This is an optimization exercise on Yosys and OpenROAD, whose aim is small area and a short achievable clock period, not a production implementation. Only simulation tests tie the RTL to the original design; equivalence was not proved.

==> flow/design.v, too long to show whole: its modules and the start of the top module <==
// module calc_op_master: 1470 lines
// module calc_op_master_fa: 10 lines
module calc_op_master #(
  parameter int WIDTH   = 32,
  parameter int TIMEOUT = 64,
  parameter int CNT_W   = 16
) (
  input  logic             clk,
  input  logic             rst,
  input  logic             cmd_valid,
  output logic             cmd_ready,
  input  logic [1:0]       cmd_op,
  input  logic [WIDTH-1:0] cmd_a,
  input  logic [WIDTH-1:0] cmd_b,
  output logic [1:0]       calc_ctrl,
  output logic [WIDTH-1:0] calc_a,
  output logic [WIDTH-1:0] calc_b,
  output logic             calc_din_valid,
  input  logic             calc_stall_out,
  output logic             calc_stall_in,
  input  logic [WIDTH-1:0] calc_out,
  input  logic             calc_dout_valid,
  output logic             res_valid,
  input  logic             res_ready,
  output logic [WIDTH-1:0] res_data,
  output logic [1:0]       res_op,
  output logic             res_err,
  output logic             res_dz,
  output logic             res_timeout,
  output logic [CNT_W-1:0] op_cnt,
  output logic [CNT_W-1:0] err_cnt
);
  // ...
==> flow/flow/run.sh <==
#!/bin/bash
# The standard layout (standard.sh), with the ports buffered by the smallest plain buffer
# (buf_1) instead of the delay buffer buffer_ports picks by default.
set -euo pipefail
bash standard.sh 'BUFFER_PORTS_ARGS=-buffer_cell sky130_fd_sc_hd__buf_1' finish > standard_flow.log 2>&1
==> flow/standard.sh <==
#!/bin/bash
# synth_recipe.tcl (not shown) runs the flow's synth.tcl, then flattens the netlist and writes it again
# the make line also repeats each setting of config.mk as NAME=value (left out here)
make -C /OpenROAD-flow-scripts/flow DESIGN_CONFIG=/design/flow/config.mk WORK_HOME=/design/flow/orfs CLKGATE_MAP_FILE= SYNTH_SCRIPT=/design/flow/synth_recipe.tcl "${@:-finish}"
==> flow/config.mk <==
export PLATFORM = sky130hd
export DESIGN_NAME = calc_op_master
export DESIGN_NICKNAME = calc_op_master
export VERILOG_FILES = /design/flow/design.v
export SDC_FILE = /design/flow/constraint.sdc
export NUM_CORES = 4
export LEC_CHECK = 0
export ABC_AREA = 1
export CAP_MARGIN = 20
export CORE_MARGIN = 2
export CORE_UTILIZATION = 40
export SLEW_MARGIN = 20
export SYNTH_HIERARCHICAL = 1
export SYNTH_MINIMUM_KEEP_SIZE = 0
==> flow/constraint.sdc <==
create_clock -name core_clock -period 100.0 [get_ports {clk}]
set_input_delay 20.0000 -clock core_clock [delete_from_list [all_inputs] [get_ports {clk}]]
set_output_delay 20.0000 -clock core_clock [all_outputs]
set_load 0.01 [all_outputs]
==> flow_metrics.tcl, run 1 <==
set metrics [dict create \
    final_cell_mix "a21oi_1 (386), fa_1 (345), inv_1 (325)" \
    hpwl_um 74000 \
    cts_hold_buffers 0 \
    seq_cells 145 \
    synth-seq-cells 145 \
    finalWeightedCongestion 1.096 \
    final_common_cell "a21oi_1" \
    synth.avg_cell_area_um2 7.983 \
    arrival_ps 27660 \
    grt.overflow.total 0 \
    tightest_slew_ps 1208 \
    synth-main-ff-cell "dfxtp_1" \
    whs_ps 464.3 \
    post-route-period-util_pct 27.28 \
    cts_setup_buffers 0 \
    outcome "timing/DRC/antenna clean" \
    timing.critical_path.mode_cell "fa_1" \
    seq_area_um2 2904 \
    fin_skew_ps 13.04 \
    grtUsageMet2_pct 54.16 \
    grtUsageTotal_pct 34.98 \
    dr.pass1.iters 8 \
    syn_area_um2 20930 \
]
==> inputs of run 2 (changes only) <==
==> flow/run.sh (new file) <==
#!/bin/bash
# synth_recipe.tcl (not shown) runs the flow's synth.tcl, then flattens the netlist and writes it again
# the make line also repeats each setting of config.mk as NAME=value (left out here)
make -C /OpenROAD-flow-scripts/flow DESIGN_CONFIG=/design/flow/config.mk WORK_HOME=/design/flow/orfs CLKGATE_MAP_FILE= SYNTH_SCRIPT=/design/flow/synth_recipe.tcl finish
removed: flow/flow/run.sh
removed: flow/standard.sh
==> run 2 against run 1 <==
Synthesized area unchanged. Wire length is 3.6% higher. First-iteration DRC count shrank 13%. Setup slack worse by 330 ps. Register-to-register slack worse by 230 ps. Cell count grew 0.12%. Die area unchanged. Critical endpoint unchanged. Largest cell class unchanged.
==> flow_metrics.tcl, run 2 <==
set metrics [dict create \
    setup_ws_ps 72390 \
    reg2reg_from "calc_b[1]" \
    start_util_pct 40.64 \
    period_minus_slack_ps 27610 \
    r2r_slack_ps 81330 \
    instances_no_fill 3472 \
    cts.clk_slew.worst_paths_ps 100 \
    rows 83 \
    cts_setup_buffers 0 \
    synth_common_cells "a21oi_1 (386), fa_1 (345), inv_1 (326)" \
    criticalPathCategory "in2reg" \
    top_regs "calc_a (32), calc_b (32), res_data (32)" \
    outcome "timing/DRC/antenna clean" \
    tightest_slew_ps 1287 \
    postCtsResizedCells 0 \
    cp.required_ps 100400 \
    yosysTopAreaCell "fa_1" \
    syn_inst 2622 \
    fp.dieH_um 232.8 \
    arrival_ps 28010 \
    grtUsageTotal_pct 36.31 \
    cts_made_buffers 17 \
    final_common_cell "a21oi_1" \
    synth-seq-cells 145 \
    synth.distinct_cells 52 \
    syn_area_um2 20930 \
    clock_latency_ps 510 \
    port-buffer-count 242 \
    cts_hold_buffers 0 \
    hold_viol 0 \
    die-width_um 232.8 \
    hold-path-endpoint "res_data[1]" \
    seq_area_um2 2904 \
    final_cell_mix "a21oi_1 (386), fa_1 (345), inv_1 (325)" \
    tns_ps 0 \
    maxSlewViolCount 0 \
    rsz0062_at_grt "false" \
    drt_iter0_markers 2237 \
    synth-main-ff-cell "dfxtp_1" \
    post-route-period-util_pct 27.61 \
    drive_above_1_share_pct 4.839 \
    multi_input_area_um2 16000 \
    slew_headroom_pct 13.44 \
    drc_errors 0 \
    cts_tree "built" \
    via_count 21350 \
    placed_area_um2 23950 \
    grt_pass1_wl_um 142900 \
    finish.instance_area_um2 24530 \
    ant_nets 0 \
    dp_slack_ps 71980 \
    synth.avg_cell_area_um2 7.983 \
    maxCapViolations 0 \
    h-tree-depth 4 \
    fin_skew_ps 29.52 \
    core_area_um2 51510 \
    cts_buffer_depth 2 \
    synth_edf_count 0 \
    r2r_cells 54 \
    synthArstFlopShare_pct 0 \
    yosysMostFrequentCell "a21oi_1" \
    setup_viol 0 \
    clock-root-buffer "clkbuf_16" \
    syn2layout_area_growth_pct 17.17 \
    min_path_type "reg2reg" \
    worstReg2RegEnd "res_err" \
    nNetsFinal 3309 \
    critical_path_peak_fanout 17 \
    wirelength_um 97910 \
    grt_max_degree 92 \
    setup.worst_path.start_class "primary input" \
    cpMaxStageDelayCell "o311ai_0" \
    dr.pass1.iters 6 \
    synth.area.top_cells "fa_1 (33%), dfxtp_1 (14%), a21oi_1 (9.2%)" \
    dp.cells 3438 \
    nFillCells 5108 \
    grt.overflow.total 0 \
    avgViaCountPerCell 6.149 \
    min_path_cells 2 \
    synthDominantCellAreaShare_pct 32.99 \
    timing.critical_path.mode_cell "fa_1" \
    yosys_warnings 7 \
    clock.fmax_ghz 0.03622 \
    cts_sinks 145 \
    antenna_found_initial 2 \
    hpwl_um 76130 \
    first_global_vias 21740 \
    slowest_delay_ps 710 \
    finalWeightedCongestion 0.9947 \
    wl_per_cell_um 28.20 \
    hp-start "res_data[1]" \
    seq_area_frac_synth_pct 13.87 \
    cp-end-kind "flop" \
    io_pins 243 \
    dieArea_um2 54180 \
    whs_ps 462.2 \
]
run 2: cell counts after synthesis:
Identical to the previous run, type by type.
run 2: Yosys stat by module, one instance, submodules excluded:
module / flip-flops and latches / cells / times used
calc_op_master: 145 / 2277 / 1
calc_op_master_fa: 0 / 1 / 345
run 2: area by class of cell:
cell class	instances	share of cell area [%]
Antenna cell	2	0.02041
Clock buffer	18	1.750
Clock inverter	14	0.5713
Inverter	356	5.448
Multi-Input combinational cell	1956	65.24
Sequential cell	145	11.84
Tap cell	680	3.469
Timing Repair Buffer	301	11.66
run 2: kinds of logic after synthesis:
kind of cell,share of synthesized area [%]
flip-flops,13.87
AND/OR/NAND/NOR,11.86
other,0.03588
XOR/XNOR,2.761
adder cells (fa/ha/maj),37.96
buffers and inverters,9.791
AO/OA/AOI/OAI,23.73
run 2: critical path: cells and delay by family:
family / cells / cell delay (ps)
AOI/OAI and AO/OA: 7 / 1600
adders and majority gates: 8 / 3890
buffers and inverters: 5 / 1400
and+or+nand+nor: 8 / 1140
run 2: worst max path at each step:
stage	from	end	slack (ps)
5_1_grt	calc_out[2]	res_err	72080
3_3_place_gp	calc_out[2]	res_err	72040
4_1_cts	calc_out[1]	res_err	72500
6_report	calc_out[1]	res_err	72390
2_1_floorplan	calc_out[0]	res_err	74270
3_5_place_dp	calc_out[1]	res_err	71980
run 2: layer usage:
| metal | vias to the layer above | share of wire (%) | GRT usage (%) |
|---|---|---|---|
| li1 | 9172 | - | - |
| met2 | 1331 | 45 | 56.53 |
| met5 | - | 0 | 0 |
| met3 | 338 | 10 | 10.02 |
| met1 | 10510 | 39 | 45.04 |
| met4 | 0 | 6.0 | 21.30 |
run 2: metrics by stage:
stage / util [%]
after floorplan: -
after global placement: 46.50
after detailed placement: 46.50
after CTS: 47.61
after global routing: 47.61
final: 47.62
==> inputs of run 3 (changes only) <==
==> flow/flow/run.sh (new file) <==
#!/bin/bash
# The standard layout (standard.sh) with two changes in effort, none in constraints:
# - the ports are buffered by the smallest plain buffer (buf_1) instead of the delay buffer
#   buffer_ports picks by default;
# - the timing repair steps aim for extra setup slack (SETUP_SLACK_MARGIN), so that they
#   shorten the calc_out-to-res_err paths, which otherwise meet the 100 ns clock untouched.
set -euo pipefail
bash standard.sh 'BUFFER_PORTS_ARGS=-buffer_cell sky130_fd_sc_hd__buf_1' \
  SETUP_SLACK_MARGIN=75 finish > standard_flow.log 2>&1
==> flow/standard.sh (new file) <==
#!/bin/bash
# synth_recipe.tcl (not shown) runs the flow's synth.tcl, then flattens the netlist and writes it again
# the make line also repeats each setting of config.mk as NAME=value (left out here)
make -C /OpenROAD-flow-scripts/flow DESIGN_CONFIG=/design/flow/config.mk WORK_HOME=/design/flow/orfs CLKGATE_MAP_FILE= SYNTH_SCRIPT=/design/flow/synth_recipe.tcl "${@:-finish}"
removed: flow/run.sh
==> run 3 against run 2 <==
Still clean. Design area decreased by 0.34%. Clock skew shrank 3.1 ps. Setup slack better by 1900 ps. Count of clock-buffer cells in the layout decreased by 1. Die area is the same. Critical endpoint unchanged.
==> flow_metrics.tcl, run 3 <==
set metrics [dict create \
    outcome "timing/DRC/antenna clean" \
    yosys_warnings 7 \
    nNetsFinal 3394 \
    cts.clk_slew.worst_paths_ps 70 \
    r2r_cells 56 \
    hold-path-endpoint "res_data[7]" \
    arrival_ps 26100 \
    dr.pass1.iters 8 \
    dieArea_um2 54180 \
    synth.avg_cell_area_um2 7.983 \
    synth.distinct_cells 52 \
    synth.area.top_cells "fa_1 (33%), dfxtp_1 (14%), a21oi_1 (9.2%)" \
    dp.cells 3436 \
    maxSlewViolCount 0 \
    die-width_um 232.8 \
    clock_latency_ps 500 \
    via_count 21830 \
    criticalPathCategory "in2reg" \
    core_area_um2 51510 \
    synth_xor_xnor_area_share_pct 2.762 \
    synthMuxAreaShare_pct 0 \
    port-buffer-count 242 \
    drc_errors 0 \
    synth-seq-cells 145 \
    avgViaCountPerCell 6.145 \
    cp-end-kind "flop" \
    min_path_type "reg2reg" \
    min_path_cells 2 \
    period_minus_slack_ps 25710 \
    antenna_cells 0 \
    cts_made_buffers 17 \
    h-tree-depth 4 \
    top_regs "calc_a (32), calc_b (32), res_data (32)" \
    cp.required_ps 100390 \
    maxCapViolations 0 \
    rsz0062_at_grt "true" \
    hold_viol 0 \
    drt_iter0_markers 2412 \
    syn_area_um2 20930 \
    setup_viol 0 \
    grt_max_degree 98 \
    tns_ps 0 \
    grt.overflow.total 0 \
    instances_no_fill 3552 \
    first_global_vias 21810 \
    synthSimpleGateAreaFrac_pct 11.86 \
    finalWeightedCongestion 1.027 \
    fin_skew_ps 26.41 \
    reg2reg_from "calc_b[1]" \
    synth_common_cells "a21oi_1 (386), fa_1 (345), inv_1 (326)" \
    ant_nets 0 \
    critical_path_peak_fanout 5 \
    tightest_slew_ps 1081 \
    syn2layout_area_growth_pct 16.77 \
    clock.fmax_ghz 0.03890 \
    wl_per_cell_um 27.37 \
    post-route-period-util_pct 25.71 \
    synth_edf_count 0 \
    syn_inst 2622 \
    seq_area_frac_synth_pct 13.87 \
    setup.worst_path.start_class "primary input" \
    final_cell_mix "a21oi_1 (374), fa_1 (310), nand2_1 (307)" \
    synth-main-ff-cell "dfxtp_1" \
    synthAdderAreaFrac_pct 37.96 \
    io_pins 243 \
    start_util_pct 40.64 \
    cts_tree "built" \
    final_common_cell "a21oi_1" \
    worstReg2RegEnd "res_err" \
    clock-root-buffer "clkbuf_16" \
    hpwl_um 73080 \
    grtUsageTotal_pct 35.67 \
    fp.dieH_um 232.8 \
    cts_sinks 145 \
    synthArstFlopShare_pct 0 \
    r2r_slack_ps 81620 \
    cts_buffer_depth 2 \
    antenna_found_initial 3 \
    yosysTopAreaCell "fa_1" \
    synth_top_family_by_area "adder cells" \
    drive_above_1_share_pct 12.81 \
    wirelength_um 97220 \
    grt_pass1_wl_um 141200 \
    synth_compound_area_share_pct 23.73 \
    rows 83 \
    yosysMostFrequentCell "a21oi_1" \
    synthDominantCellAreaShare_pct 32.99 \
    slew_headroom_pct 27.92 \
    hp-start "res_data[7]" \
]
run 3: changes by cell type in the layout (fill, tap and decap cells not counted), sizes merged:
cell | previous run | this run
buf | 60 | 380
clkdlybuf4s50 | 241 | 0
clkinvlp | 0 | 18
inv | 343 | 326
bufinv | 0 | 2
diode | 2 | 0
run 3: area by class of cell:
type	instances	area [µm²]
clock inverters	12	136.4
well taps	680	850.8
flip-flops and latches	145	2904
fillers	5208	27070
clock buffers	17	425.4
multi-input cells	1956	16600
repair inverters	5	26.28
inverters	356	1436
repair buffers	381	2064
run 3: per-module statistics from Yosys, one instance, submodules excluded:
| module | cell area (µm²) | copies in the design | cells inside |
|---|---|---|---|
| calc_op_master | 14030 | 1 | 2277 |
| calc_op_master_fa | 20.02 | 345 | 1 |
run 3: critical path, cell delays in order:
cell and delay (ps):
buf_8 100, o21ai_4 170, inv_2 80, nor2_4 130, buf_6 120, clkinvlp_4 140, o22ai_2 130, a21oi_2 70
fa_2 710, fa_2 500, fa_2 390, fa_2 580, fa_2 450, fa_2 470, fa_1 550, inv_1 50
ha_1 270, nand4_1 320, nor4_4 390, nand2_1 100, a31oi_1 170, nand2_1 80, nand2_1 60, a21oi_1 60
run 3: worst max path at each step:
stage / end / slack, ps / from / cells after the start
2_1_floorplan: res_err / 74660 / calc_out[0] / 29
3_3_place_gp: res_err / 72870 / calc_out[8] / 26
3_5_place_dp: res_err / 72780 / calc_out[4] / 26
4_1_cts: res_err / 74420 / calc_out[2] / 23
5_1_grt: res_err / 74150 / calc_out[1] / 29
6_report: res_err / 74290 / calc_out[3] / 24
run 3: cell families after synthesis:
group,count (synthesis)
flops,145
xor+xnor,66
compound gates,891
fa+ha+maj,428
other cells,2
buf+inv,524
simple gates,566
run 3: timing repair:
action	4_1_cts	5_1_grt
hold buffers	0	0
setup endpoints to repair	1	1
pin swaps	73	15
setup buffers	74	5
cloned	7	1
resized for setup	150	23
run 3: routing by layer:
layer	global-route usage, %	share of wire (%)
met1	43.86	38
met3	10.93	11
met4	22.01	7.2
met2	54.68	44
met5	0	0.038
run 3: metrics by stage:
step	area (µm²)	utilization [%]	hold WS (ps)	setup WS, ps
after global routing	24440	47.45	472.3	74150
after global placement	22630	43.93	447.2	72870
final	24440	47.45	461.7	74290
after CTS	24320	47.21	462.3	74420
after floorplan	21180	-	436.7	74660
after detailed placement	22630	43.94	453.0	72780
==> inputs of run 4 (changes only) <==
==> flow/flow/run.sh (replaced) <==
#!/bin/bash
# The standard layout (standard.sh) with two changes in effort, none in constraints:
# - the ports are buffered by the smallest plain buffer (buf_1) instead of the delay buffer
#   buffer_ports picks by default;
# - the floorplan step's timing repair (gate sizing only) aims for extra setup slack
#   (SETUP_SLACK_MARGIN), so that it strengthens the weak drivers on the calc_out-to-res_err
#   paths, which otherwise meet the 100 ns clock untouched. The later steps run as standard.
set -euo pipefail
bash standard.sh 'BUFFER_PORTS_ARGS=-buffer_cell sky130_fd_sc_hd__buf_1' \
  SETUP_SLACK_MARGIN=76 floorplan > standard_flow_floorplan.log 2>&1
bash standard.sh 'BUFFER_PORTS_ARGS=-buffer_cell sky130_fd_sc_hd__buf_1' \
  finish > standard_flow.log 2>&1
==> run 4 against run 3 <==
Design area shrank 5.1%. Sequential share of layout area is 0.64 points higher. Synthesized cell count unchanged. Synthesized area is the same. Wire length decreased by 4.0%. Flip-flop and latch count is the same. Maximum frequency is 4.3% lower. First-iteration DRC count is 14% lower. Count of clock-buffer cells in the layout did not move. Utilization fell by 2.4 points. Setup slack got worse by 1200 ps.
==> flow_metrics.tcl, run 4 <==
set metrics [dict create \
    dr.pass1.iters 6 \
    clock_latency_ps 510 \
    arrival_ps 27250 \
    synthSimpleGateAreaFrac_pct 11.86 \
    r2r_cells 52 \
    synth.avg_cell_area_um2 7.983 \
    antenna_found_initial 0 \
    cts_setup_buffers 0 \
    dp.cells 3436 \
    dp_slack_ps 72780 \
    grt.overflow.total 0 \
    hp-start "res_data[7]" \
    die-width_um 232.8 \
    dieArea_um2 54180 \
    drive_above_1_share_pct 6.607 \
    post-route-period-util_pct 26.86 \
    critical_path_peak_fanout 19 \
    tightest_slew_ps 1206 \
    min_path_type "reg2reg" \
    timing.critical_path.mode_cell "nand2_1" \
    synthArstFlopShare_pct 0 \
    synth-seq-cells 145 \
    synthAdderAreaFrac_pct 37.96 \
    clock.fmax_ghz 0.03723 \
    drt_iter0_markers 2083 \
    top_regs "calc_a (32), calc_b (32), res_data (32)" \
    synthDominantCellAreaShare_pct 32.99 \
    rsz0062_at_grt "false" \
    tns_ps 0 \
    worstReg2RegEnd "res_err" \
    seq_area_frac_synth_pct 13.87 \
    synth.distinct_cells 52 \
    final_common_cell "a21oi_1" \
    instances_no_fill 3465 \
    r2r_slack_ps 81230 \
    syn_inst 2622 \
    io_pins 243 \
    first_global_vias 21260 \
    synth_xor_xnor_area_share_pct 2.762 \
    synth.area.top_cells "fa_1 (33%), dfxtp_1 (14%), a21oi_1 (9.2%)" \
    syn2layout_area_growth_pct 10.81 \
    synth-main-ff-cell "dfxtp_1" \
    synth_common_cells "a21oi_1 (386), fa_1 (345), inv_1 (326)" \
    h-tree-depth 4 \
    maxSlewViolCount 0 \
    cts_tree "built" \
    via_count 21260 \
    hpwl_um 73080 \
    yosysMostFrequentCell "a21oi_1" \
    rows 83 \
    maxCapViolations 0 \
    core_area_um2 51510 \
    postCtsResizedCells 0 \
    drc_errors 0 \
    nNetsFinal 3307 \
    yosysTopAreaCell "fa_1" \
    outcome "timing/DRC/antenna clean" \
    finalWeightedCongestion 1.027 \
    setup.worst_path.start_class "primary input" \
    crit_end "res_err" \
    fin_skew_ps 25.22 \
    setup_ws_ps 73140 \
    synth_compound_area_share_pct 23.73 \
    grtUsageTotal_pct 34.43 \
    setup_viol 0 \
    synthMuxAreaShare_pct 0 \
    grt_max_degree 98 \
    wirelength_um 93300 \
    synth_top_family_by_area "adder cells" \
    hold_viol 0 \
    reg2reg_from "calc_b[1]" \
    synth_edf_count 0 \
    cts_hold_buffers 0 \
    cts_buffer_depth 2 \
    antenna_cells 0 \
    clock-root-buffer "clkbuf_16" \
    slew_headroom_pct 18.60 \
    cts_made_buffers 17 \
    cp-end-kind "flop" \
    fp.dieH_um 232.8 \
    cts_sinks 145 \
    critPathLaunch "calc_out[4]" \
    wl_per_cell_um 26.93 \
    criticalPathCategory "in2reg" \
    period_minus_slack_ps 26860 \
    yosys_warnings 7 \
    start_util_pct 40.64 \
    ant_nets 0 \
    slowest_delay_ps 970 \
    grt_pass1_wl_um 136700 \
    fin_util_pct 45.03 \
    syn_area_um2 20930 \
    final_cell_mix "a21oi_1 (386), fa_1 (323), inv_1 (319)" \
    port-buffer-count 242 \
    cp.required_ps 100380 \
    cpMaxStageDelayCell "o311ai_0" \
    avgViaCountPerCell 6.136 \
    cts.clk_slew.worst_paths_ps 60 \
]
## run 4: cell counts after synthesis
No cell type changed its count.
## run 4: worst max-delay path, delay by kind of cell
| family | cells | cell delay [ps] |
|---|---|---|
| buffers and inverters | 3 | 630 |
| AND/OR/NAND/NOR | 8 | 1150 |
| AO/OA/AOI/OAI | 7 | 1670 |
| adder cells (fa/ha/maj) | 8 | 3770 |
## run 4: per-layer routing
layer / wire length, µm / vias to the layer above / share of wire, % / GRT usage, %
met4: 5530 / 0 / 5.9 / 18.69
met1: 36620 / 10480 / 39 / 43.48
li1: - / 9157 / - / -
met3: 10110 / 317 / 11 / 10.44
met5: 0 / - / 0 / 0
met2: 41030 / 1308 / 44 / 52.70
## run 4: Yosys stat by module (local to each module, per instance)
module             cells  area [µm²]
calc_op_master_fa      1       20.02
calc_op_master      2277       14030
## run 4: cells by family after synthesis
group	after synthesis
DFF	145
AOI/OAI and AO/OA	891
xor gates and xnor gates	66
adders and majority gates	428
buffers and inverters	524
other	2
and+or+nand+nor	566
## run 4: how the worst min path moves through the flow
stage / endpoint / slack (ps) / cells past startpoint
floorplan: timer_reg[2] / 440 / 2
global placement: res_data[8] / 450 / 2
detailed placement: res_data[7] / 450 / 2
CTS: res_data[7] / 460 / 2
global route: res_data[7] / 470 / 2
finish: res_data[7] / 460 / 2
## run 4: final cells by class
| class | count | area [µm²] |
|---|---|---|
| Clock buffer | 17 | 425.4 |
| Clock inverter | 12 | 136.4 |
| Fill cell | 5286 | 28310 |
| Inverter | 356 | 1351 |
| Multi-Input combinational cell | 1956 | 16190 |
| Sequential cell | 145 | 2904 |
| Tap cell | 680 | 850.8 |
| Timing Repair Buffer | 299 | 1338 |
## run 4: through the flow
| step | hold WS [ps] | area [µm²] |
|---|---|---|
| 6_report | 462.5 | 23200 |
| 5_1_grt | 472.4 | 23200 |
| 4_1_cts | 462.4 | 23200 |
| 3_5_place_dp | 453.0 | 22630 |
| 3_3_place_gp | 447.2 | 22630 |
| 2_1_floorplan | 436.7 | 21180 |

[afterwards: timing with drivers on the ports]
In the flow no input, the clock included, has a driving cell. The finished layouts below were timed again as built, in two steps.
Step 1 sets driving cells, clkbuf_16 on the clock port and buf_2 on the other inputs (assumed; they add their load-dependent delay and slew).
Step 2, shift: input delay + t, output delay - t, t = (earliest + latest rising clock arrival at the registers) / 2. This alone moves slack from input paths to output paths.
a / b / c = ideal ports / drivers / drivers and shift; a / b = the first two.
run | t, ns | setup slack, ns | hold WS [ns] | latest minus earliest clock arrival (ns) | worst slew at a driven data input, ns
run 1 | 0.548 | 72.718 / 72.759 / 72.211 | 0.464 / 0.464 / 0.464 | 0.017 / 0.017 | 0.07
run 2 | 0.564 | 72.388 / 72.408 / 71.845 | 0.462 / 0.462 / 0.462 | 0.030 / 0.029 | 0.07
run 3 | 0.554 | 74.290 / 74.315 / 73.760 | 0.462 / 0.462 / 0.462 | 0.038 / 0.037 | 0.06
run 4 | 0.546 | 73.138 / 73.164 / 72.618 | 0.462 / 0.462 / 0.462 | 0.031 / 0.031 | 0.05
After both steps setup and hold are still met in every run listed. The setup slack of run 2, which loses most, moves by +0.020 ns with the drivers and by -0.543 ns with both steps.
